What follows belongs to an exercise in optimizing a design on an open flow for small area; a production flow would make more cautious choices.
In this exercise RTL edits were held to simulation tests only and were not proved equivalent to the original.
Power and IR drop assume default switching activity.

==> flow/config.mk <==
export PLATFORM = sky130hd
export DESIGN_NAME = rvCore
export DESIGN_NICKNAME = rvCore
export VERILOG_FILES = /design/flow/design.v
export SDC_FILE = /design/flow/constraint.sdc
export NUM_CORES = 8
export LEC_CHECK = 0
export CAP_MARGIN = 20
export CORE_MARGIN = 2
export CORE_UTILIZATION = 60
export CTS_BUF_LIST = sky130_fd_sc_hd__clkbuf_8
export CTS_CLUSTER_DIAMETER = 50
export CTS_CLUSTER_SIZE = 12
export SLEW_MARGIN = 20
export SYNTH_HIERARCHICAL = 1
export SYNTH_MINIMUM_KEEP_SIZE = 0
==> flow/flow/downsize.tcl <==
# Swap every combinational cell of the synthesized netlist to the smallest
# cell of the same family (same function, other drive strength).
# usage: openroad -exit downsize.tcl  with env DS_ODB (in/out)
read_db $::env(DS_ODB)
set db [ord::get_db]
# families: base name -> list of {master area drive}
array set fam {}
foreach lib [$db getLibs] {
  foreach m [$lib getMasters] {
    set n [$m getName]
    if {![regexp {^(sky130_fd_sc_hd__[a-z0-9]+)_([0-9]+)$} $n -> base drv]} { continue }
    if {[string match "*lpflow*" $n] || [string match "*probe*" $n]} { continue }
    lappend fam($base) [list $m [expr {[$m getWidth] * [$m getHeight]}] $drv]
  }
}
set swapped 0; set saved 0
foreach inst [[ord::get_db_block] getInsts] {
  set m [$inst getMaster]
  set n [$m getName]
  if {![regexp {^(sky130_fd_sc_hd__[a-z0-9]+)_([0-9]+)$} $n -> base drv]} { continue }
  # keep flip-flops, latches, tie cells and buffers as they are
  if {[regexp {__(df|dl|edf|sdf|sedf|conb|buf|clkbuf|tap|fill|decap|diode)} $n]} { continue }
  set best $m; set ba [expr {[$m getWidth] * [$m getHeight]}]; set bd $drv
  foreach e $fam($base) {
    lassign $e cm ca cd
    if {$ca < $ba || ($ca == $ba && $cd > $bd)} { set best $cm; set ba $ca; set bd $cd }
  }
  if {$best ne $m} {
    set old [expr {[$m getWidth] * [$m getHeight]}]
    if {[$inst swapMaster $best]} {
      incr swapped
      set saved [expr {$saved + ($old - $ba) / 1e6}]
    }
  }
}
puts "downsize: swapped $swapped cells, saved $saved um2"
write_db $::env(DS_ODB)
==> flow/flow/run.sh <==
#!/bin/bash
# Layout flow: the standard synthesis and layout (standard.sh), with
#  - every combinational cell of the synthesized netlist swapped to the
#    smallest cell of its family before floorplanning (the placement's
#    repair steps size up what timing, slew and load need),
#  - sky130_fd_sc_hd__buf_1 as the port buffers,
#  - a clock tree of clkbuf_8 without dummy loads.
# Each step's full output goes to a log file in this folder.
set -euo pipefail
bash standard.sh synth > log_synth.txt 2>&1
export DS_ODB=$PWD/orfs/results/sky130hd/rvCore/base/1_synth.odb
openroad -no_splash -exit flow/downsize.tcl > log_downsize.txt 2>&1
export BUFFER_PORTS_ARGS="-buffer_cell sky130_fd_sc_hd__buf_1"
export CTS_ARGS="-sink_clustering_enable -repair_clock_nets -buf_list sky130_fd_sc_hd__clkbuf_8 -sink_clustering_size 12 -sink_clustering_max_diameter 50 -dont_use_dummy_load"
bash standard.sh > log_layout.txt 2>&1
==> flow/constraint.sdc <==
create_clock -name core_clock -period 11.0 [get_ports {clk}]
set_input_delay 2.2000 -clock core_clock [delete_from_list [all_inputs] [get_ports {clk}]]
set_output_delay 2.2000 -clock core_clock [all_outputs]
set_load 0.01 [all_outputs]
==> flow/design.v <==
`timescale 1ns/1ns
`timescale 1ns/1ns
`default_nettype none
`timescale 1ns/1ns
module exPropGen #(parameter int N = 32) (
    input  wire [N-1:0] a,
    input  wire [N-1:0] b,
    output wire [N-1:0] p,
    output wire [N-1:0] g
);
    assign p = a ^ b;
    assign g = a & b;
endmodule
module exPrefix #(parameter int N = 32) (
    input  wire [N-1:0] p,
    input  wire [N-1:0] g,
    input  wire         cin,
    output wire [N:0]   c        
);
    localparam int LG  = (N > 16) ? 5 : (N > 8) ? 4 : (N > 4) ? 3 : 2;   
    localparam int TOP = 1 << (LG - 1);       
    function automatic [N:0] carries(input [N-1:0] pi, input [N-1:0] gi, input ci);
        logic [N-1:0] gg, pp;
        int sp;
        gg    = gi;
        pp    = pi;
        gg[0] = gi[0] | (pi[0] & ci);
        pp[0] = 1'b0;
        for (int lv = 0; lv < LG; lv++) begin           
            sp = 1 << lv;
            for (int i = 0; i < N; i++) begin
                if (i >= 2 * sp - 1 && (i - (2 * sp - 1)) % (2 * sp) == 0) begin
                    gg[i] = gg[i] | (pp[i] & gg[i - sp]);
                    pp[i] = pp[i] & pp[i - sp];
                end
            end
        end
        for (int lv = LG - 2; lv >= 0; lv--) begin      
            sp = 1 << lv;
            for (int i = 0; i < N; i++) begin
                if (i >= 3 * sp - 1 && (i - (3 * sp - 1)) % (2 * sp) == 0) begin
                    gg[i] = gg[i] | (pp[i] & gg[i - sp]);
                    pp[i] = pp[i] & pp[i - sp];
                end
            end
        end
        carries = {gg, ci};
    endfunction
    assign c = carries(p, g, cin);
endmodule
module exXor #(parameter int N = 32) (
    input  wire [N-1:0] a,
    input  wire [N-1:0] b,
    output wire [N-1:0] y
);
    assign y = a ^ b;
endmodule
module exAdder #(parameter int N = 32) (
    input  wire [N-1:0] a,
    input  wire [N-1:0] b,
    input  wire         cin,
    output wire [N-1:0] s,
    output wire         cout,
    output wire [N-1:0] p,
    output wire [N-1:0] g
);
    wire [N:0] c;
    exPropGen #(N) u_pg  (.a(a), .b(b), .p(p), .g(g));
    exPrefix  #(N) u_pfx (.p(p), .g(g), .cin(cin), .c(c));
    exXor     #(N) u_sum (.a(p), .b(c[N-1:0]), .y(s));
    assign cout = c[N];
endmodule
module exMuxI (input wire a, b, s, output wire y);
    assign y = ~(s ? b : a);
endmodule
module exMux (input wire a, b, s, output wire y);
    assign y = s ? b : a;
endmodule
module exShiftRight (
    input  wire [31:0] a,
    input  wire        fill,
    input  wire [4:0]  sh,
    output wire [31:0] y
);
    wire [31:0] st [0:5];
    wire        fillN = ~fill;
    assign st[0] = a;
    genvar k, i;
    generate
        for (k = 0; k < 5; k++) begin : g_st
            localparam int SP = 1 << k;
            wire f = (k % 2 == 0) ? fill : fillN;
            for (i = 0; i < 32; i++) begin : g_bit
                wire hi = (i + SP < 32) ? st[k][(i + SP) % 32] : f;
                if (k < 4) begin : g_inv
                    exMuxI u (.a(st[k][i]), .b(hi), .s(sh[k]), .y(st[k+1][i]));
                end else begin : g_pos
                    exMux u (.a(st[k][i]), .b(hi), .s(sh[k]), .y(st[k+1][i]));
                end
            end
        end
    endgenerate
    assign y = st[5];
endmodule
module exOpA (
    input  wire [31:0] rs1,
    input  wire [31:0] pc,
    input  wire        selRs1,
    input  wire        selRev,
    input  wire        selPc,
    output logic [31:0] a
);
    always_comb begin
        for (int i = 0; i < 32; i++) begin
            a[i] = (selRs1 & rs1[i]) | (selRev & rs1[31 - i]) | (selPc & pc[i]);
        end
    end
endmodule
module exOpB (
    input  wire [31:0] rs2,
    input  wire [31:0] instr,
    input  wire        selRs2,
    input  wire        selI,
    input  wire        selU,
    input  wire        sel4,
    output wire [31:0] b
);
    wire [31:0] immI = {{20{instr[31]}}, instr[31:20]};
    wire [31:0] immU = {instr[31:12], 12'b0};
    assign b = ({32{selRs2}} & rs2) | ({32{selI}} & immI) | ({32{selU}} & immU) |
               {29'd0, sel4, 2'd0};
endmodule
module exResultBit (
    input  wire sum, sr, sl, p, g,
    input  wire eSum, eSr, eSl, eP, eG,
    output wire y
);
    assign y = (eSum & sum) | (eSr & sr) | (eSl & sl) | (eP & p) | (eG & g);
endmodule
module exPcOff (
    input  wire [31:0] instr,
    input  wire        selB,
    input  wire        selJ,
    input  wire        selI,
    output wire [31:2] off
);
    wire [31:0] immI = {{20{instr[31]}}, instr[31:20]};
    wire [31:0] immB = {{20{instr[31]}}, instr[7], instr[30:25], instr[11:8], 1'b0};
    wire [31:0] immJ = {{12{instr[31]}}, instr[19:12], instr[20], instr[30:21], 1'b0};
    wire [31:0] o = ({32{selB}} & immB) | ({32{selJ}} & immJ) | ({32{selI}} & immI);
    assign off = o[31:2];
endmodule
module exPcBase (
    input  wire [31:2] rs1,
    input  wire [31:2] pc,
    input  wire        selRs1,
    input  wire        selPc,
    output wire [31:2] y
);
    assign y = ({30{selRs1}} & rs1) | ({30{selPc}} & pc);
endmodule
module exHalfAdd (input wire a, b, output wire s, c);
    assign s = a ^ b;
    assign c = a & b;
endmodule
module exPcInc (
    input  wire [29:0] pc,
    output wire [29:0] y
);
    wire [30:0] c;
    assign c[1] = pc[0];
    assign y[0] = ~pc[0];
    genvar k;
    generate
        for (k = 1; k < 30; k++) begin : g_ha
            exHalfAdd u (.a(pc[k]), .b(c[k]), .s(y[k]), .c(c[k+1]));
        end
    endgenerate
endmodule
module exPcSel (
    input  wire [29:0] sum,
    input  wire [29:0] inc,
    input  wire        selSum,
    input  wire        selInc,
    output wire [29:0] y
);
    assign y = ({30{selSum}} & sum) | ({30{selInc}} & inc);
endmodule
`default_nettype wire
`default_nettype none
`timescale 1ns/1ns
module rfAoi222 (
    input  wire a0, b0, a1, b1, a2, b2,
    output wire y
);
    assign y = ~((a0 & b0) | (a1 & b1) | (a2 & b2));
endmodule
module rfNand2 (input wire a, b, output wire y);
    assign y = ~(a & b);
endmodule
module rfNand3 (input wire a, b, c, output wire y);
    assign y = ~(a & b & c);
endmodule
module rfNand4 (input wire a, b, c, d, output wire y);
    assign y = ~(a & b & c & d);
endmodule
module rfOr3 (input wire a, b, c, output wire y);
    assign y = a | b | c;
endmodule
module rfReadBit (
    input  wire [30:0] sel,
    input  wire [30:0] d,
    output wire        y
);
    wire [10:0] z;
    genvar k;
    generate
        for (k = 0; k < 10; k++) begin : g_aoi
            rfAoi222 u (.a0(sel[3*k]), .b0(d[3*k]), .a1(sel[3*k+1]), .b1(d[3*k+1]),
                        .a2(sel[3*k+2]), .b2(d[3*k+2]), .y(z[k]));
        end
    endgenerate
    rfNand2 u_last (.a(sel[30]), .b(d[30]), .y(z[10]));
    wire [2:0] p;
    rfNand4 u_p0 (.a(z[0]), .b(z[1]), .c(z[2]),  .d(z[3]), .y(p[0]));
    rfNand4 u_p1 (.a(z[4]), .b(z[5]), .c(z[6]),  .d(z[7]), .y(p[1]));
    rfNand3 u_p2 (.a(z[8]), .b(z[9]), .c(z[10]), .y(p[2]));
    rfOr3   u_or (.a(p[0]), .b(p[1]), .c(p[2]), .y(y));
endmodule
module rfReadDec (
    input  wire [4:0]  a,
    output wire [30:0] sel      
);
    genvar i;
    generate
        for (i = 1; i < 32; i++) begin : g
            assign sel[i-1] = (a == 5'(i));
        end
    endgenerate
endmodule
module rfWriteDec (
    input  wire [4:0]  a,
    input  wire        en,
    input  wire        rstN,
    output wire [30:0] we,
    output wire [30:0] weN
);
    genvar i;
    generate
        for (i = 1; i < 32; i++) begin : g
            assign we[i-1]  = ~rstN | (en & (a == 5'(i)));
            assign weN[i-1] = ~we[i-1];
        end
    endgenerate
endmodule
module rfRowNext (
    input  wire [31:0] q,
    input  wire [31:0] d,
    input  wire        we,
    input  wire        weN,
    output wire [31:0] y
);
    assign y = (q & {32{weN}}) | (d & {32{we}});
endmodule
`default_nettype wire
`timescale 1ns/1ns
`default_nettype none
`timescale 1ns/1ns
module rvExec (
    input  wire  [31:0] instr,
    input  wire         instrValid,
    input  wire  [31:0] rs1v,
    input  wire  [31:0] rs2v,
    input  wire  [29:0] pcq,        
    input  wire         rstN,
    output wire  [31:0] wd,         
    output wire  [29:0] npc,        
    output wire         wrEn        
);
    wire [4:0] op = instr[6:2];
    wire [2:0] f3 = instr[14:12];
    wire [4:0] rd = instr[11:7];
    wire       v  = instrValid;
    wire isOp    = (op == 5'b01100);
    wire isOpI   = (op == 5'b00100);
    wire isLui   = (op == 5'b01101);
    wire isAuipc = (op == 5'b00101);
    wire isJal   = (op == 5'b11011);
    wire isJalr  = (op == 5'b11001);
    wire isBr    = (op == 5'b11000);
    wire isAlu   = isOp | isOpI;
    assign wrEn  = v & (isAlu | isLui | isAuipc | isJal | isJalr) & (rd != 5'd0);
    wire        left = isAlu & (f3 == 3'b001);
    wire [31:0] pcv  = {pcq, 2'b00};
    wire [31:0] a, b, bx;
    exOpA u_opA (
        .rs1(rs1v), .pc(pcv),
        .selRs1((isAlu & ~left) | isBr), .selRev(left), .selPc(isAuipc | isJal | isJalr),
        .a(a)
    );
    exOpB u_opB (
        .rs2(rs2v), .instr(instr),
        .selRs2(isOp | isBr), .selI(isOpI), .selU(isLui | isAuipc), .sel4(isJal | isJalr),
        .b(b)
    );
    wire sub = isBr | (isAlu & (f3 == 3'b010 || f3 == 3'b011)) |
               (isOp & (f3 == 3'b000) & instr[30]);
    exXor #(32) u_inv (.a(b), .b({32{sub}}), .y(bx));
    wire [31:0] sum, p, g;
    wire        cout;
    exAdder #(32) u_add (.a(a), .b(bx), .cin(sub), .s(sum), .cout(cout), .p(p), .g(g));
    wire ltu = ~cout;
    wire lt  = (a[31] ^ b[31]) ? a[31] : sum[31];
    wire eq  = &p;                        
    wire [31:0] sr;
    exShiftRight u_sh (
        .a(a), .fill(isAlu & (f3 == 3'b101) & instr[30] & a[31]), .sh(b[4:0]), .y(sr)
    );
    wire eSum = rstN & ((isAlu & (f3 == 3'b000)) | isLui | isAuipc | isJal | isJalr);
    wire eSr  = rstN & isAlu & (f3 == 3'b101);
    wire eSl  = rstN & left;
    wire eP   = rstN & isAlu & (f3 == 3'b100 || f3 == 3'b110);    
    wire eG   = rstN & isAlu & (f3 == 3'b110 || f3 == 3'b111);    
    wire slt  = rstN & isAlu & (((f3 == 3'b010) & lt) | ((f3 == 3'b011) & ltu));
    wire [31:0] res;
    genvar k;
    generate
        for (k = 0; k < 32; k++) begin : g_res
            exResultBit u (
                .sum(sum[k]), .sr(sr[k]), .sl(sr[31 - k]), .p(p[k]), .g(g[k]),
                .eSum(eSum), .eSr(eSr), .eSl(eSl), .eP(eP), .eG(eG), .y(res[k])
            );
        end
    endgenerate
    assign wd = {res[31:1], res[0] | slt};
    logic cond;
    always_comb begin
        case (f3[2:1])
            2'b00:   cond = eq;
            2'b10:   cond = lt;
            2'b11:   cond = ltu;
            default: cond = 1'b1;
        endcase
    end
    wire taken = isBr & (cond ^ f3[0]) & (f3[2:1] != 2'b01);
    wire jalr  = v & isJalr;
    wire [31:2] base, off;
    exPcBase u_base (.rs1(rs1v[31:2]), .pc(pcq), .selRs1(jalr), .selPc(~jalr), .y(base));
    exPcOff  u_off  (.instr(instr), .selB(v & isBr), .selJ(v & isJal), .selI(jalr), .off(off));
    wire c2 = jalr & ((rs1v[1] & instr[21]) | ((rs1v[1] | instr[21]) & rs1v[0] & instr[20]));
    wire [29:0] tgt, np, ng, inc;
    wire        nco;
    exAdder #(30) u_pcAdd (.a(base), .b(off), .cin(c2), .s(tgt), .cout(nco), .p(np), .g(ng));
    exPcInc u_inc (.pc(pcq), .y(inc));
    wire useTgt = ~v | taken | isJal | isJalr;
    exPcSel u_sel (.sum(tgt), .inc(inc), .selSum(useTgt), .selInc(~useTgt), .y(npc));
endmodule
module rvCore (
    input  wire          clk,
    input  wire          rstN,
    input  wire          instrValid,
    input  wire  [31:0]  instr,
    output logic [31:0]  pc,
    output logic         retireValid,
    output logic [134:0] retire
);
    logic [31:1][31:0] regs;
    logic [29:0]       pcq;           
    wire  [31:0]       rs1v, rs2v, wd;
    wire  [29:0]       npc;
    wire               wrEn;
    rvExec u_exec (
        .instr(instr), .instrValid(instrValid), .rs1v(rs1v), .rs2v(rs2v), .pcq(pcq), .rstN(rstN),
        .wd(wd), .npc(npc), .wrEn(wrEn)
    );
    wire [30:0] sel1, sel2;
    rfReadDec u_dec1 (.a(instr[19:15]), .sel(sel1));
    rfReadDec u_dec2 (.a(instr[24:20]), .sel(sel2));
    genvar b, r;
    generate
        for (b = 0; b < 32; b++) begin : g_rd
            wire [30:0] col;
            for (r = 1; r < 32; r++) begin : g_col
                assign col[r-1] = regs[r][b];
            end
            rfReadBit u_rd1 (.sel(sel1), .d(col), .y(rs1v[b]));
            rfReadBit u_rd2 (.sel(sel2), .d(col), .y(rs2v[b]));
        end
    endgenerate
    wire [30:0] we, weN;
    rfWriteDec u_wdec (.a(instr[11:7]), .en(wrEn), .rstN(rstN), .we(we), .weN(weN));
    generate
        for (r = 1; r < 32; r++) begin : g_wr
            wire [31:0] nxt;
            rfRowNext u_row (.q(regs[r]), .d(wd), .we(we[r-1]), .weN(weN[r-1]), .y(nxt));
            always_ff @(posedge clk) regs[r] <= nxt;
        end
    endgenerate
    always_ff @(posedge clk or negedge rstN) begin
        if (!rstN) begin
            pcq         <= '0;
            retireValid <= 1'b0;
        end else begin
            pcq         <= npc;      
            retireValid <= instrValid;
        end
    end
    logic [29:0] pcPrev;
    logic [31:0] instrQ;
    logic [31:0] wbQ;
    always_ff @(posedge clk) begin
        pcPrev <= pcq;
        instrQ <= instr;
        wbQ    <= wd;
    end
    wire [4:0] opQ    = instrQ[6:2];
    wire       legalQ = (opQ == 5'b01100) | (opQ == 5'b00100) | (opQ == 5'b01101) |
                        (opQ == 5'b00101) | (opQ == 5'b11011) | (opQ == 5'b11001) |
                        (opQ == 5'b11000);
    wire       wbEnQ  = legalQ & (opQ != 5'b11000) & (instrQ[11:7] != 5'd0);
    assign pc     = {pcq, 2'b00};
    assign retire = {pcPrev, 2'b00, instrQ, wbEnQ, instrQ[11:7], wbQ, pc, ~legalQ};
endmodule
`default_nettype wire
==> flow/standard.sh <==
#!/bin/bash
# synth_recipe.tcl (not shown) runs the flow's synth.tcl, then flattens the netlist and writes it again
# the make line also repeats each setting of config.mk as NAME=value (left out here)
make -C /OpenROAD-flow-scripts/flow DESIGN_CONFIG=/design/flow/config.mk WORK_HOME=/design/flow/orfs CLKGATE_MAP_FILE= SYNTH_SCRIPT=/design/flow/synth_recipe.tcl "${@:-finish}"
==> qor.yml, run 1 <==
timing.final.crit_share: 0.883
ant_nets: 0
die_h_um: 294
yosys_warnings: 12
syn_area_per_cell_um2: 11.4
leakagePower_nw: 20.8
syn_to_final_growth_pct: 6.00
clock-sinks: 1117
maxCapViolCount: 0
hold_buffers: 0
num_vias: 48800
cts.clk_slew.worst_paths_ns: 0.08
worst_pin_slew_ns: 1.25
final_cell_mix: "1086 x dfxtp_1, 1062 x a22o_1, 705 x a222oi_1"
slew_violations: 0
critPathKind: "in -> reg"
slew-limit-headroom: 0.166
cts_tree: "yes"
rsz0062_at_grt: "no"
antenna_found_initial: 51
post_cts_resized: 0
path_max_fanout: 30
grt_pass1_wl_um: 321000
core_um2: 83400
synth.cell_area_um2: 50500
finalHoldViolations: 0
dp_hpwl_um: 148000
post-cts-setup-buffers: 0
pin_count: 203
start_util: 0.605
r2r_slack_ns: 3.84
timing.final.crit_period_ns: 9.71
rows: 106
ir_drop_uv: 127
drt_wl_total_um: 230000
drt-wirelength-per-cell_um: 40.1
h-tree-depth: 3
die-area_um2: 86400
crit_path_end_kind: "register"
netlist_instances: 4425
cts_inserted_buffers: 116
track_usage: 0.510
status: "no timing/DRC/antenna violations"
viasPerCell: 8.53
cp.required_ns: 11.64
clk-insertion-delay-late_ns: 0.87
finClkSkew_ns: 0.170
fmax_mhz: 103
firstDrtPassIters: 13
port_buffers: 196
fp.dieW_um: 294
hold_class: "reg -> reg"
power_mw: 7.66
setup_violations: 0
gp_congestion: 1.15
tns_ns: 0
drc: 0
cts_buffer_depth: 3
cp.arrival_ns: 10.35
ctsRootBufferMaster: "clkbuf_8"
grt_pass1_vias: 43300
grt_max_degree: 53
fillers: 6826
layout.nets: 4746
grt_overflow: 0
layout-drive-gt1-share: 0.113
power.density_nw_per_um2: 143
cp-start-kind: "input port"
detail_route.iter0.violations: 12300
final_common_cell: "dfxtp_1"
[per-layer routing]
metal	vias up	track usage	wire (µm)	part of all wire
met5	-	0.0227	317	0.0014
met4	36	0.366	21300	0.093
met3	1138	0.239	39600	0.17
met2	4696	0.691	88700	0.39
met1	23500	0.630	79700	0.35
li1	19500	-	-	-
[stage by stage]
stage | cells | worst slack [ns] | util | area, µm² | hold slack, ns
2_1_floorplan | 4431 | 1.13 | - | 50500 | 0.475
3_3_place_gp | 5578 | 1.00 | 0.620 | 51700 | 0.485
3_5_place_dp | 5580 | 0.962 | 0.621 | 51800 | 0.493
4_1_cts | 5696 | 1.72 | 0.640 | 53400 | 0.456
5_1_grt | 5707 | 1.18 | 0.641 | 53400 | 0.484
6_report | 5723 | 1.29 | 0.641 | 53500 | 0.468
[worst paths after layout]
path	startpoint	to	cells past startpoint
max reg2reg	regs[207]$_DFF_P_	pcq[0]$_DFF_PN0_	20
min reg2reg	pcq[12]$_DFF_PN0_	pcPrev[12]$_DFF_P_	0
min in group asynchronous	rstN	pcq[29]$_DFF_PN0_	1
max in group asynchronous	rstN	pcq[2]$_DFF_PN0_	1
min	pcq[12]$_DFF_PN0_	pcPrev[12]$_DFF_P_	0
max	instr[23]	pcq[0]$_DFF_PN0_	24
[report_power, final]
| part | leakage (nW) | switching (mW) | internal (mW) |
|---|---|---|---|
| registers | 9.18 | 0.196 | 4.18 |
| logic | 10.8 | 0.676 | 0.296 |
| clock network | 0.834 | 1.39 | 0.927 |
[final cells by class]
type	instances	area (µm²)	area share
repair buffers	391	2300	0.0429
clock buffers	116	1600	0.0299
flip-flops and latches	1117	22500	0.421
inverters	52	195	0.00365
diodes	25	62.6	0.00117
well taps	1080	1350	0.0253
multi-input cells	2942	25500	0.476
[critical path: stages]
cell	delay, ns
buf_1	0.46
or2_2	0.43
nor2_2	0.27
buf_4	0.30
a222oi_1	0.61
nand4_1	0.63
or3_1	0.70
a221o_1	0.50
xor2_1	0.18
ha_1	0.40
a21oi_1	0.20
o21a_1	0.17
o21ai_1	0.12
a211oi_1	0.26
a21oi_1	0.19
a221o_1	0.44
a31oi_1	0.35
o21bai_1	0.12
xor2_1	0.30
a21oi_1	0.11
o41ai_1	0.37
or3_1	0.20
a31o_2	0.57
a22o_1	0.25
[state kept, by name, indices dropped and copies added, names as in the netlist]
| signal | flops |
|---|---|
| pcq | 30 |
| retireValid | 1 |
| pcPrev | 30 |
| instrQ | 32 |
| wbQ | 32 |
| regs | 992 |
==> run 2: changes to the inputs <==
--- a/flow/flow/run.sh
+++ b/flow/flow/run.sh
@@ -11,5 +11,5 @@
 export DS_ODB=$PWD/orfs/results/sky130hd/rvCore/base/1_synth.odb
 openroad -no_splash -exit flow/downsize.tcl > log_downsize.txt 2>&1
 export BUFFER_PORTS_ARGS="-buffer_cell sky130_fd_sc_hd__buf_1"
-export CTS_ARGS="-sink_clustering_enable -repair_clock_nets -buf_list sky130_fd_sc_hd__clkbuf_8 -sink_clustering_size 12 -sink_clustering_max_diameter 50 -dont_use_dummy_load"
+export CTS_ARGS="-sink_clustering_enable -repair_clock_nets -buf_list sky130_fd_sc_hd__clkbuf_8 -sink_clustering_size 14 -sink_clustering_max_diameter 60 -dont_use_dummy_load"
 bash standard.sh > log_layout.txt 2>&1
==> qor.yml, run 2 <==
num_vias: 48600
reg2reg_to: "pcq[4]$_DFF_PN0_"
h-tree-depth: 3
slew_violations: 0
status: "no timing/DRC/antenna violations"
regMostFlops: "regs"
grt_overflow: 0
cts.clk_slew.worst_paths_ns: 0.09
timing.final.crit_share: 0.896
reg_top3: "regs x992, instrQ x32, wbQ x32"
grt_pass1_vias: 43000
setup_violations: 0
finClkSkew_ns: 0.0936
path_max_fanout: 30
cpPeakStageDelay_ns: 1.01
antenna_found_initial: 55
worstReg2RegStart: "regs[886]$_DFF_P_"
fillers: 6870
crit_path_end_kind: "register"
hold_slack_ns: 0.516
rsz0062_at_grt: "no"
cts_buffer_depth: 3
power_mw: 7.46
fmax_mhz: 101
ctsRootBufferMaster: "clkbuf_8"
crit_chain: "buf_1 -> nand2b_1 -> nor2_4 -> buf_4 -> a222oi_1 -> nand4_1 -> or3_1 -> a222oi_1 -> inv_2 -> ha_1 -> nand2_1 -> o21ai_1 -> a211oi_1 -> a21oi_1 -> a221o_1 -> a31oi_1 -> o21bai_1 -> xor2_1 -> a21oi_1 -> o41ai_1 -> or3_1 -> a31o_2 -> a22o_1"
ir_drop_uv: 133
clock-sinks: 1117
whs_path_depth: 1
port_buffers: 196
detail_route.iter0.violations: 12100
die-area_um2: 86400
syn_to_final_growth_pct: 5.40
post-cts-setup-buffers: 0
largest_reg_flops: 992
hold_buffers: 0
cp-start-kind: "input port"
firstDrtPassIters: 17
rows: 106
dp_hpwl_um: 148000
hold_end: "regs[305]$_DFF_P_"
timing.final.crit_period_ns: 9.85
yosys_warnings: 12
start_util: 0.605
drc: 0
tns_ns: 0
critPathKind: "in -> reg"
leakagePower_nw: 20.7
track_usage: 0.511
setup_ws_ns: 1.15
drt_wl_total_um: 230000
worst_pin_slew_ns: 1.24
postLayoutCellArea_um2: 53200
syn_area_per_cell_um2: 11.4
synth.cell_area_um2: 50500
grt_max_degree: 53
hp-start: "regs[305]$_DFF_P_"
slew-limit-headroom: 0.177
maxCapViolCount: 0
fp.dieW_um: 294
reg2reg_depth: 19
cts_inserted_buffers: 94
r2r_slack_ns: 3.89
layout-drive-gt1-share: 0.109
pin_count: 203
crit_path_top_delay_cell: "a222oi_1"
grt_pass1_wl_um: 322000
die_h_um: 294
power.density_nw_per_um2: 140
post_cts_resized: 0
drt-wirelength-per-cell_um: 40.4
core_um2: 83400
final_common_cell: "dfxtp_1"
cp.arrival_ns: 10.55
netlist_instances: 4425
hold_class: "reg -> reg"
viasPerCell: 8.52
ant_nets: 0
layout.nets: 4725
pre_cts_ws_ns: 0.962
cp.required_ns: 11.69
gp_congestion: 1.15
final_cell_mix: "1086 x dfxtp_1, 1062 x a22o_1, 705 x a222oi_1"
finalHoldViolations: 0
place_area_um2: 51800
clk-insertion-delay-late_ns: 0.84
cts_tree: "yes"
-- run 2: routing by layer --
| metal | share of wire | track usage | vias up |
|---|---|---|---|
| met5 | 0.0018 | 0.00908 | - |
| met4 | 0.089 | 0.354 | 50 |
| met3 | 0.18 | 0.238 | 1127 |
| met2 | 0.39 | 0.698 | 4683 |
| met1 | 0.34 | 0.631 | 23300 |
| li1 | - | - | 19400 |
-- run 2: worst max path at each step --
stage              start                end  slack, ns  cells past startpoint
2_1_floorplan   instr[4]  pcq[28]$_DFF_PN0_       1.13                     20
3_3_place_gp   instr[18]  pcq[10]$_DFF_PN0_       1.00                     24
3_5_place_dp   instr[18]  pcq[27]$_DFF_PN0_       0.96                     24
4_1_cts        instr[18]  pcq[27]$_DFF_PN0_       1.77                     24
5_1_grt        instr[18]  pcq[23]$_DFF_PN0_       1.07                     23
6_report       instr[18]   pcq[4]$_DFF_PN0_       1.15                     23
-- run 2: power breakdown --
part | internal [mW] | total (mW) | switching (mW)
logic | 0.296 | 0.973 | 0.677
clock network | 0.760 | 2.12 | 1.36
registers | 4.18 | 4.37 | 0.197
total | 5.23 | 7.46 | 2.23
-- run 2: area by class of cell --
type	instances	area [µm²]	share of cell area
Inverter	52	195	0.00367
Tap cell	1080	1350	0.0254
Multi-Input combinational cell	2942	25500	0.479
Sequential cell	1117	22500	0.423
Timing Repair Buffer	392	2310	0.0435
Clock buffer	94	1290	0.0243
Antenna cell	20	50.0	0.000941
-- run 2: critical path, delay by kind of cell --
family	cells	cell delay, ns
buffers and inverters	3	0.95
and+or+nand+nor	6	2.51
adders and majority gates	1	0.47
xor gates and xnor gates	1	0.29
AOI/OAI and AO/OA	12	4.08
-- run 2: per-stage QoR --
step | utilization | instances
finish | 0.637 | 5697
global placement | 0.620 | 5578
detailed placement | 0.621 | 5580
floorplan | - | 4431
global route | 0.637 | 5684
CTS | 0.636 | 5674
==> run 3: changes to the inputs <==
--- a/flow/design.v
+++ b/flow/design.v
@@ -11,6 +11,15 @@
     assign p = a ^ b;
     assign g = a & b;
 endmodule
+module exPropGenN #(parameter int N = 32) (
+    input  wire [N-1:0] aN,
+    input  wire [N-1:0] b,
+    output wire [N-1:0] p,
+    output wire [N-1:0] g
+);
+    assign p = ~(aN ^ b);
+    assign g = ~aN & b;
+endmodule
 module exPrefix #(parameter int N = 32) (
     input  wire [N-1:0] p,
     input  wire [N-1:0] g,
@@ -55,7 +64,7 @@
 );
     assign y = a ^ b;
 endmodule
-module exAdder #(parameter int N = 32) (
+module exAdder #(parameter int N = 32, parameter bit AINV = 1'b0) (   
     input  wire [N-1:0] a,
     input  wire [N-1:0] b,
     input  wire         cin,
@@ -65,7 +74,13 @@
     output wire [N-1:0] g
 );
     wire [N:0] c;
-    exPropGen #(N) u_pg  (.a(a), .b(b), .p(p), .g(g));
+    generate
+        if (AINV) begin : g_inv
+            exPropGenN #(N) u_pg (.aN(a), .b(b), .p(p), .g(g));
+        end else begin : g_pos
+            exPropGen  #(N) u_pg (.a(a), .b(b), .p(p), .g(g));
+        end
+    endgenerate
     exPrefix  #(N) u_pfx (.p(p), .g(g), .cin(cin), .c(c));
     exXor     #(N) u_sum (.a(p), .b(c[N-1:0]), .y(s));
     assign cout = c[N];
@@ -73,30 +88,23 @@
 module exMuxI (input wire a, b, s, output wire y);
     assign y = ~(s ? b : a);
 endmodule
-module exMux (input wire a, b, s, output wire y);
-    assign y = s ? b : a;
-endmodule
 module exShiftRight (
-    input  wire [31:0] a,
+    input  wire [31:0] aN,
     input  wire        fill,
     input  wire [4:0]  sh,
     output wire [31:0] y
 );
     wire [31:0] st [0:5];
     wire        fillN = ~fill;
-    assign st[0] = a;
+    assign st[0] = aN;
     genvar k, i;
     generate
         for (k = 0; k < 5; k++) begin : g_st
             localparam int SP = 1 << k;
-            wire f = (k % 2 == 0) ? fill : fillN;
+            wire f = (k % 2 == 0) ? fillN : fill;
             for (i = 0; i < 32; i++) begin : g_bit
                 wire hi = (i + SP < 32) ? st[k][(i + SP) % 32] : f;
-                if (k < 4) begin : g_inv
-                    exMuxI u (.a(st[k][i]), .b(hi), .s(sh[k]), .y(st[k+1][i]));
-                end else begin : g_pos
-                    exMux u (.a(st[k][i]), .b(hi), .s(sh[k]), .y(st[k+1][i]));
-                end
+                exMuxI u (.a(st[k][i]), .b(hi), .s(sh[k]), .y(st[k+1][i]));
             end
         end
     endgenerate
@@ -108,11 +116,11 @@
     input  wire        selRs1,
     input  wire        selRev,
     input  wire        selPc,
-    output logic [31:0] a
+    output logic [31:0] aN
 );
     always_comb begin
         for (int i = 0; i < 32; i++) begin
-            a[i] = (selRs1 & rs1[i]) | (selRev & rs1[31 - i]) | (selPc & pc[i]);
+            aN[i] = ~((selRs1 & rs1[i]) | (selRev & rs1[31 - i]) | (selPc & pc[i]));
         end
     end
 endmodule
@@ -292,11 +300,11 @@
     assign wrEn  = v & (isAlu | isLui | isAuipc | isJal | isJalr) & (rd != 5'd0);
     wire        left = isAlu & (f3 == 3'b001);
     wire [31:0] pcv  = {pcq, 2'b00};
-    wire [31:0] a, b, bx;
+    wire [31:0] aN, b, bx;       
     exOpA u_opA (
         .rs1(rs1v), .pc(pcv),
         .selRs1((isAlu & ~left) | isBr), .selRev(left), .selPc(isAuipc | isJal | isJalr),
-        .a(a)
+        .aN(aN)
     );
     exOpB u_opB (
         .rs2(rs2v), .instr(instr),
@@ -308,13 +316,14 @@
     exXor #(32) u_inv (.a(b), .b({32{sub}}), .y(bx));
     wire [31:0] sum, p, g;
     wire        cout;
-    exAdder #(32) u_add (.a(a), .b(bx), .cin(sub), .s(sum), .cout(cout), .p(p), .g(g));
+    exAdder #(32, 1'b1) u_add (.a(aN), .b(bx), .cin(sub), .s(sum), .cout(cout), .p(p), .g(g));
     wire ltu = ~cout;
-    wire lt  = (a[31] ^ b[31]) ? a[31] : sum[31];
+    wire a31 = ~aN[31];
+    wire lt  = (a31 ^ b[31]) ? a31 : sum[31];
     wire eq  = &p;                        
     wire [31:0] sr;
     exShiftRight u_sh (
-        .a(a), .fill(isAlu & (f3 == 3'b101) & instr[30] & a[31]), .sh(b[4:0]), .y(sr)
+        .aN(aN), .fill(isAlu & (f3 == 3'b101) & instr[30] & a31), .sh(b[4:0]), .y(sr)
     );
     wire eSum = rstN & ((isAlu & (f3 == 3'b000)) | isLui | isAuipc | isJal | isJalr);
     wire eSr  = rstN & isAlu & (f3 == 3'b101);
==> qor.yml, run 3 <==
status: "no timing/DRC/antenna violations"
layout.nets: 4749
r2r_slack_ns: 3.97
detail_route.iter0.violations: 12700
syn_area_per_cell_um2: 11.4
grt_pass1_vias: 42900
firstDrtPassIters: 15
ir_drop_uv: 123
post-cts-setup-buffers: 0
num_vias: 49200
clk-insertion-delay-late_ns: 0.84
reg2reg_to: "pcq[28]$_DFF_PN0_"
fin_util: 0.640
post_cts_resized: 0
die-area_um2: 86300
drt-wirelength-per-cell_um: 40.8
hold_end: "regs[991]$_DFF_P_"
ant_nets: 0
h-tree-depth: 3
clock-sinks: 1117
cp.required_ns: 11.66
finalHoldViolations: 0
path_max_fanout: 30
cp.arrival_ns: 10.37
cts_buffer_depth: 3
maxCapViolCount: 0
slew_violations: 0
final_common_cell: "dfxtp_1"
whs_path_depth: 1
drc: 0
drt_wl_total_um: 234000
port_buffers: 196
ctsRootBufferMaster: "clkbuf_8"
timing.final.crit_period_ns: 9.71
reg2reg_depth: 21
tns_ns: 0
dp_hpwl_um: 149000
slew-limit-headroom: 0.160
crit_path_end_kind: "register"
synth.cell_area_um2: 50400
die_h_um: 294
cts_inserted_buffers: 96
hold_class: "reg -> reg"
leakagePower_nw: 20.7
power_mw: 7.49
cp-start-kind: "input port"
grt_max_degree: 57
timing.final.crit_share: 0.883
yosys_warnings: 12
fp.dieW_um: 294
cts_tree: "yes"
track_usage: 0.518
worst_pin_slew_ns: 1.26
hold_buffers: 0
syn_to_final_growth_pct: 5.89
antenna_found_initial: 49
largest_reg_flops: 992
reg_top3: "regs x992, instrQ x32, wbQ x32"
rsz0062_at_grt: "no"
fillers: 6794
critPathKind: "in -> reg"
worstReg2RegStart: "regs[692]$_DFF_P_"
hp-start: "regs[991]$_DFF_P_"
grt_pass1_wl_um: 325000
setup_violations: 0
gp_congestion: 1.11
finClkSkew_ns: 0.114
cts.clk_slew.worst_paths_ns: 0.08
start_util: 0.604
pin_count: 203
final_cell_mix: "1086 x dfxtp_1, 1061 x a22o_1, 705 x a222oi_1"
fmax_mhz: 103
netlist_instances: 4422
layout-drive-gt1-share: 0.107
power.density_nw_per_um2: 140
rows: 106
core_um2: 83400
regMostFlops: "regs"
viasPerCell: 8.59
grt_overflow: 0
[run 3: cell types whose count changed in the layout (fill, tap and decap cells not counted), moves of 5 or more]
cell / change
mux2i_1: +33
mux2_2: -32
buf_4: +25
diode_2: +5
nand2_1: -5
[run 3: through the flow]
step                hold WS, ns  worst slack, ns  std cells  cell area, µm²
floorplan                 0.475             1.05       4428           50400
global placement          0.486             1.12       5602           51900
detailed placement        0.492             1.06       5604           52000
CTS                       0.509             1.85       5700           53300
global route              0.526             1.20       5709           53300
finish                    0.510             1.29       5726           53400
[run 3: worst max path at each step]
stage / end / startpoint / cells after the start
after global routing: pcq[10]$_DFF_PN0_ / instr[15] / 24
after CTS: pcq[28]$_DFF_PN0_ / instr[15] / 24
after detailed placement: pcq[28]$_DFF_PN0_ / instr[15] / 24
final: pcq[28]$_DFF_PN0_ / instr[15] / 24
after floorplan: pcq[28]$_DFF_PN0_ / instr[4] / 21
after global placement: pcq[28]$_DFF_PN0_ / instr[15] / 24
[run 3: power breakdown]
part | switching (mW) | internal, mW | total [mW]
registers | 0.184 | 4.18 | 4.36
clock network | 1.36 | 0.775 | 2.13
logic | 0.700 | 0.301 | 1.00
[run 3: layer usage]
| layer | track usage | share of wire | vias up |
|---|---|---|---|
| li1 | - | - | 19500 |
| met1 | 0.640 | 0.34 | 23600 |
| met2 | 0.702 | 0.38 | 4838 |
| met3 | 0.222 | 0.17 | 1203 |
| met4 | 0.397 | 0.10 | 40 |
| met5 | 0.0221 | 0.0021 | - |
[run 3: layout make-up]
cell class | count | area (µm²) | share of cell area
Antenna cell | 25 | 62.6 | 0.00117
Clock buffer | 96 | 1320 | 0.0248
Inverter | 51 | 191 | 0.00359
Multi-Input combinational cell | 2940 | 25400 | 0.477
Sequential cell | 1117 | 22500 | 0.422
Tap cell | 1080 | 1350 | 0.0253
Timing Repair Buffer | 417 | 2500 | 0.0468
[run 3: critical path, stage by stage]
cell and delay, ns:
buf_1 0.57, nand3b_1 0.55, nor2_4 0.29, buf_4 0.29, a222oi_1 0.40, nand4_1 0.61
or3_1 0.77, a222oi_1 0.82, inv_2 0.05, ha_1 0.36, and2_1 0.17, a211o_1 0.36
nand4_1 0.15, a21oi_1 0.16, a221o_1 0.40, a31oi_1 0.33, o21bai_1 0.12, xor2_1 0.19
inv_2 0.08, o21ai_1 0.06, a41o_1 0.25, or3_1 0.38, a31o_2 0.46, a22o_1 0.32
==> run 4: changes to the inputs <==
--- a/flow/design.v
+++ b/flow/design.v
@@ -11,15 +11,6 @@
     assign p = a ^ b;
     assign g = a & b;
 endmodule
-module exPropGenN #(parameter int N = 32) (
-    input  wire [N-1:0] aN,
-    input  wire [N-1:0] b,
-    output wire [N-1:0] p,
-    output wire [N-1:0] g
-);
-    assign p = ~(aN ^ b);
-    assign g = ~aN & b;
-endmodule
 module exPrefix #(parameter int N = 32) (
     input  wire [N-1:0] p,
     input  wire [N-1:0] g,
@@ -64,7 +55,7 @@
 );
     assign y = a ^ b;
 endmodule
-module exAdder #(parameter int N = 32, parameter bit AINV = 1'b0) (   
+module exAdder #(parameter int N = 32) (
     input  wire [N-1:0] a,
     input  wire [N-1:0] b,
     input  wire         cin,
@@ -74,13 +65,7 @@
     output wire [N-1:0] g
 );
     wire [N:0] c;
-    generate
-        if (AINV) begin : g_inv
-            exPropGenN #(N) u_pg (.aN(a), .b(b), .p(p), .g(g));
-        end else begin : g_pos
-            exPropGen  #(N) u_pg (.a(a), .b(b), .p(p), .g(g));
-        end
-    endgenerate
+    exPropGen #(N) u_pg  (.a(a), .b(b), .p(p), .g(g));
     exPrefix  #(N) u_pfx (.p(p), .g(g), .cin(cin), .c(c));
     exXor     #(N) u_sum (.a(p), .b(c[N-1:0]), .y(s));
     assign cout = c[N];
@@ -88,23 +73,30 @@
 module exMuxI (input wire a, b, s, output wire y);
     assign y = ~(s ? b : a);
 endmodule
+module exMux (input wire a, b, s, output wire y);
+    assign y = s ? b : a;
+endmodule
 module exShiftRight (
-    input  wire [31:0] aN,
+    input  wire [31:0] a,
     input  wire        fill,
     input  wire [4:0]  sh,
     output wire [31:0] y
 );
     wire [31:0] st [0:5];
     wire        fillN = ~fill;
-    assign st[0] = aN;
+    assign st[0] = a;
     genvar k, i;
     generate
         for (k = 0; k < 5; k++) begin : g_st
             localparam int SP = 1 << k;
-            wire f = (k % 2 == 0) ? fillN : fill;
+            wire f = (k % 2 == 0) ? fill : fillN;
             for (i = 0; i < 32; i++) begin : g_bit
                 wire hi = (i + SP < 32) ? st[k][(i + SP) % 32] : f;
-                exMuxI u (.a(st[k][i]), .b(hi), .s(sh[k]), .y(st[k+1][i]));
+                if (k < 4) begin : g_inv
+                    exMuxI u (.a(st[k][i]), .b(hi), .s(sh[k]), .y(st[k+1][i]));
+                end else begin : g_pos
+                    exMux u (.a(st[k][i]), .b(hi), .s(sh[k]), .y(st[k+1][i]));
+                end
             end
         end
     endgenerate
@@ -116,11 +108,11 @@
     input  wire        selRs1,
     input  wire        selRev,
     input  wire        selPc,
-    output logic [31:0] aN
+    output logic [31:0] a
 );
     always_comb begin
         for (int i = 0; i < 32; i++) begin
-            aN[i] = ~((selRs1 & rs1[i]) | (selRev & rs1[31 - i]) | (selPc & pc[i]));
+            a[i] = (selRs1 & rs1[i]) | (selRev & rs1[31 - i]) | (selPc & pc[i]);
         end
     end
 endmodule
@@ -150,12 +142,14 @@
     input  wire        selB,
     input  wire        selJ,
     input  wire        selI,
+    input  wire        sel4,
     output wire [31:2] off
 );
     wire [31:0] immI = {{20{instr[31]}}, instr[31:20]};
     wire [31:0] immB = {{20{instr[31]}}, instr[7], instr[30:25], instr[11:8], 1'b0};
     wire [31:0] immJ = {{12{instr[31]}}, instr[19:12], instr[20], instr[30:21], 1'b0};
-    wire [31:0] o = ({32{selB}} & immB) | ({32{selJ}} & immJ) | ({32{selI}} & immI);
+    wire [31:0] o = ({32{selB}} & immB) | ({32{selJ}} & immJ) | ({32{selI}} & immI) |
+                    {29'd0, sel4, 2'd0};
     assign off = o[31:2];
 endmodule
 module exPcBase (
@@ -167,33 +161,6 @@
 );
     assign y = ({30{selRs1}} & rs1) | ({30{selPc}} & pc);
 endmodule
-module exHalfAdd (input wire a, b, output wire s, c);
-    assign s = a ^ b;
-    assign c = a & b;
-endmodule
-module exPcInc (
-    input  wire [29:0] pc,
-    output wire [29:0] y
-);
-    wire [30:0] c;
-    assign c[1] = pc[0];
-    assign y[0] = ~pc[0];
-    genvar k;
-    generate
-        for (k = 1; k < 30; k++) begin : g_ha
-            exHalfAdd u (.a(pc[k]), .b(c[k]), .s(y[k]), .c(c[k+1]));
-        end
-    endgenerate
-endmodule
-module exPcSel (
-    input  wire [29:0] sum,
-    input  wire [29:0] inc,
-    input  wire        selSum,
-    input  wire        selInc,
-    output wire [29:0] y
-);
-    assign y = ({30{selSum}} & sum) | ({30{selInc}} & inc);
-endmodule
 `default_nettype wire
 `default_nettype none
 `timescale 1ns/1ns
@@ -300,11 +267,11 @@
     assign wrEn  = v & (isAlu | isLui | isAuipc | isJal | isJalr) & (rd != 5'd0);
     wire        left = isAlu & (f3 == 3'b001);
     wire [31:0] pcv  = {pcq, 2'b00};
-    wire [31:0] aN, b, bx;       
+    wire [31:0] a, b, bx;
     exOpA u_opA (
         .rs1(rs1v), .pc(pcv),
         .selRs1((isAlu & ~left) | isBr), .selRev(left), .selPc(isAuipc | isJal | isJalr),
-        .aN(aN)
+        .a(a)
     );
     exOpB u_opB (
         .rs2(rs2v), .instr(instr),
@@ -316,14 +283,13 @@
     exXor #(32) u_inv (.a(b), .b({32{sub}}), .y(bx));
     wire [31:0] sum, p, g;
     wire        cout;
-    exAdder #(32, 1'b1) u_add (.a(aN), .b(bx), .cin(sub), .s(sum), .cout(cout), .p(p), .g(g));
+    exAdder #(32) u_add (.a(a), .b(bx), .cin(sub), .s(sum), .cout(cout), .p(p), .g(g));
     wire ltu = ~cout;
-    wire a31 = ~aN[31];
-    wire lt  = (a31 ^ b[31]) ? a31 : sum[31];
+    wire lt  = (a[31] ^ b[31]) ? a[31] : sum[31];
     wire eq  = &p;                        
     wire [31:0] sr;
     exShiftRight u_sh (
-        .aN(aN), .fill(isAlu & (f3 == 3'b101) & instr[30] & a31), .sh(b[4:0]), .y(sr)
+        .a(a), .fill(isAlu & (f3 == 3'b101) & instr[30] & a[31]), .sh(b[4:0]), .y(sr)
     );
     wire eSum = rstN & ((isAlu & (f3 == 3'b000)) | isLui | isAuipc | isJal | isJalr);
     wire eSr  = rstN & isAlu & (f3 == 3'b101);
@@ -351,18 +317,17 @@
             default: cond = 1'b1;
         endcase
     end
-    wire taken = isBr & (cond ^ f3[0]) & (f3[2:1] != 2'b01);
+    wire taken = v & isBr & (cond ^ f3[0]) & (f3[2:1] != 2'b01);
     wire jalr  = v & isJalr;
+    wire jal   = v & isJal;
     wire [31:2] base, off;
     exPcBase u_base (.rs1(rs1v[31:2]), .pc(pcq), .selRs1(jalr), .selPc(~jalr), .y(base));
-    exPcOff  u_off  (.instr(instr), .selB(v & isBr), .selJ(v & isJal), .selI(jalr), .off(off));
+    exPcOff  u_off  (.instr(instr), .selB(taken), .selJ(jal), .selI(jalr),
+                     .sel4(v & ~(taken | isJal | isJalr)), .off(off));
     wire c2 = jalr & ((rs1v[1] & instr[21]) | ((rs1v[1] | instr[21]) & rs1v[0] & instr[20]));
-    wire [29:0] tgt, np, ng, inc;
+    wire [29:0] np, ng;
     wire        nco;
-    exAdder #(30) u_pcAdd (.a(base), .b(off), .cin(c2), .s(tgt), .cout(nco), .p(np), .g(ng));
-    exPcInc u_inc (.pc(pcq), .y(inc));
-    wire useTgt = ~v | taken | isJal | isJalr;
-    exPcSel u_sel (.sum(tgt), .inc(inc), .selSum(useTgt), .selInc(~useTgt), .y(npc));
+    exAdder #(30) u_pcAdd (.a(base), .b(off), .cin(c2), .s(npc), .cout(nco), .p(np), .g(ng));
 endmodule
 module rvCore (
     input  wire          clk,
==> flow/flow/run.sh (replaced) <==
#!/bin/bash
# Standard layout with smaller port buffers and a lighter clock tree.
set -e
cp standard.sh standard_sh_copy.txt
export BUFFER_PORTS_ARGS="-buffer_cell sky130_fd_sc_hd__buf_1"
export CTS_ARGS="-sink_clustering_enable -repair_clock_nets -buf_list sky130_fd_sc_hd__clkbuf_8 -sink_clustering_size 12 -sink_clustering_max_diameter 50 -dont_use_dummy_load"
bash standard.sh > standard.log 2>&1
removed: flow/flow/downsize.tcl
==> qor.yml, run 4 <==
power.density_nw_per_um2: 144
r2r_slack_ns: 2.83
place_area_um2: 52900
seqCellArea_um2: 22500
fp.dieW_um: 293
crit_path_top_delay_cell: "buf_1"
crit_path_frequent_cell: "buf_4"
busiest_layer: "met2"
start_util: 0.603
grt_max_degree: 35
timing.final.crit_period_ns: 10.56
maxCapViolCount: 0
grt_pass1_wl_um: 321000
postLayoutCellArea_um2: 54500
firstDrtPassIters: 14
crit_path_end_kind: "register"
detail_route.iter0.violations: 11800
clk-insertion-delay-late_ns: 0.88
clock-sinks: 1117
endpoint: "pcq[27]$_DFF_PN0_"
reg_top3: "regs x992, instrQ x32, wbQ x32"
dp.cells: 5690
worstReg2RegStart: "regs[789]$_DFF_P_"
rsz0062_at_grt: "no"
finClkSkew_ns: 0.138
reg2reg_to: "pcq[27]$_DFF_PN0_"
gp_congestion: 1.08
final_cell_mix: "1086 x dfxtp_1, 968 x a22o_1, 705 x a222oi_1"
worst_pin_slew_ns: 1.36
drt_wl_total_um: 230000
status: "no timing/DRC/antenna violations"
final_common_cell: "dfxtp_1"
startpoint: "instr[18]"
hold_buffers: 0
grt_overflow: 0
netlist_instances: 4365
grt_use_met1: 0.632
synth.cell_area_um2: 50200
power_mw: 7.85
ctsRootBufferMaster: "clkbuf_8"
whs_path_depth: 0
num_vias: 48600
yosys_warnings: 12
fillers: 6808
layout.nets: 4825
drc: 0
port_buffers: 196
syn_to_final_growth_pct: 8.70
core_um2: 83200
post_cts_resized: 0
cts_inserted_buffers: 114
cts_buffer_depth: 3
cts_tree: "yes"
syn_area_per_cell_um2: 11.5
tns_ns: 0
use_met2: 0.719
die_h_um: 293
leakagePower_nw: 21.4
cp.required_ns: 11.67
hold_class: "reg -> reg"
critPathTopFamily: "compound AO/OA/AOI/OAI gates"
ant_nets: 0
drt-wirelength-per-cell_um: 39.5
layout-drive-gt1-share: 0.151
slew_violations: 0
die-area_um2: 85900
cp.arrival_ns: 11.23
track_usage: 0.511
layout.cells.non_filler: 5823
worst-path-buf-inv: 5
post-cts-setup-buffers: 0
cp-start-kind: "input port"
slew-limit-headroom: 0.0956
fmax_mhz: 94.7
antenna_found_initial: 30
dp_hpwl_um: 151000
rows: 106
cpPeakStageDelay_ns: 0.64
fin_util: 0.656
finalHoldViolations: 0
reg2reg_depth: 33
pin_count: 203
viasPerCell: 8.35
cp.depth: 36
grt_pass1_vias: 43600
met3_usage: 0.223
path_max_fanout: 27
timing.final.crit_share: 0.960
largest_reg_flops: 992
critPathKind: "in -> reg"
cts.clk_slew.worst_paths_ns: 0.08
multi_input_area_um2: 25300
ir_drop_uv: 122
regMostFlops: "regs"
setup_violations: 0
h-tree-depth: 3
-- run 4: worst register-to-register path: cells and delay by family, from the launching register on --
| family | cells | cell delay (ns) |
|---|---|---|
| AND/OR/NAND/NOR | 8 | 1.94 |
| AO/OA/AOI/OAI | 17 | 4.21 |
| adder cells (fa/ha/maj) | 2 | 0.59 |
| XOR/XNOR | 3 | 0.48 |
| flip-flops | 1 | 0.33 |
| buffers and inverters | 3 | 0.48 |
-- run 4: area by class of cell --
type                    instances  share of cell area
diodes                         17            0.000780
multi-input cells            2891               0.463
repair buffers                555              0.0659
clock buffers                 114              0.0288
inverters                      49             0.00337
well taps                    1080              0.0248
flip-flops and latches       1117               0.413
-- run 4: power by group --
part	total (mW)	switching [mW]	internal, mW
Combinational	1.12	0.746	0.376
Clock	2.30	1.39	0.913
Sequential	4.43	0.217	4.21
Total	7.85	2.35	5.50
-- run 4: per-layer routing --
layer / up-vias / wire length, µm
met5: - / 282
met4: 20 / 19800
met3: 1049 / 39400
met2: 4658 / 91100
met1: 23400 / 79400
li1: 19500 / -
-- run 4: stage by stage --
stage	hold slack, ns	setup slack [ns]
floorplan	0.467	0.116
global placement	0.484	-0.0384
detailed placement	0.480	-0.0693
CTS	0.497	0.737
global route	0.517	0.182
finish	0.501	0.444
-- run 4: worst min-delay path by stage --
stage,startpoint,endpoint,slack (ns)
floorplan,pcq[14]$_DFF_PN0_,pcPrev[14]$_DFF_P_,0.47
global placement,pcq[16]$_DFF_PN0_,pcPrev[16]$_DFF_P_,0.48
detailed placement,pcq[16]$_DFF_PN0_,pcPrev[16]$_DFF_P_,0.48
CTS,pcq[16]$_DFF_PN0_,pcPrev[16]$_DFF_P_,0.50
global route,pcq[16]$_DFF_PN0_,pcPrev[16]$_DFF_P_,0.52
finish,pcq[16]$_DFF_PN0_,pcPrev[16]$_DFF_P_,0.50

what the ideal ports hide:
In the flow no input, the clock included, has a driving cell. The finished layouts below were timed again as built, in two steps. Step 1, drivers: a clkbuf_16 drives clk and a buf_2 each remaining input, both assumed. Step 2, shift: input delay + t, output delay - t, t = (earliest + latest rising clock arrival at the registers) / 2. This alone moves slack from input paths to output paths. Slacks: no drivers / after step 1 / after step 2; pairs: no drivers / after step 1.
| run | t (ns) | setup WS [ns] | worst hold slack (ns) | latest minus earliest clock arrival (ns) | cell pins on the clock port's net |
|---|---|---|---|---|---|
| run 1 | 0.853 | 1.288 / 1.222 / 0.369 | 0.468 / 0.468 / 0.468 | 0.180 / 0.180 | 1 |
| run 2 | 0.849 | 1.146 / 1.192 / 0.343 | 0.516 / 0.516 / 0.516 | 0.122 / 0.123 | 1 |
| run 3 | 0.857 | 1.290 / 1.334 / 0.477 | 0.510 / 0.510 / 0.510 | 0.114 / 0.114 | 1 |
| run 4 | 0.883 | 0.444 / 0.473 / -0.410 | 0.501 / 0.501 / 0.501 | 0.137 / 0.137 | 1 |
Met with ideal ports but missed after step 2: setup timing in run 4. The setup slack of run 1, which loses most, moves by -0.066 ns with the drivers and by -0.919 ns with both steps.
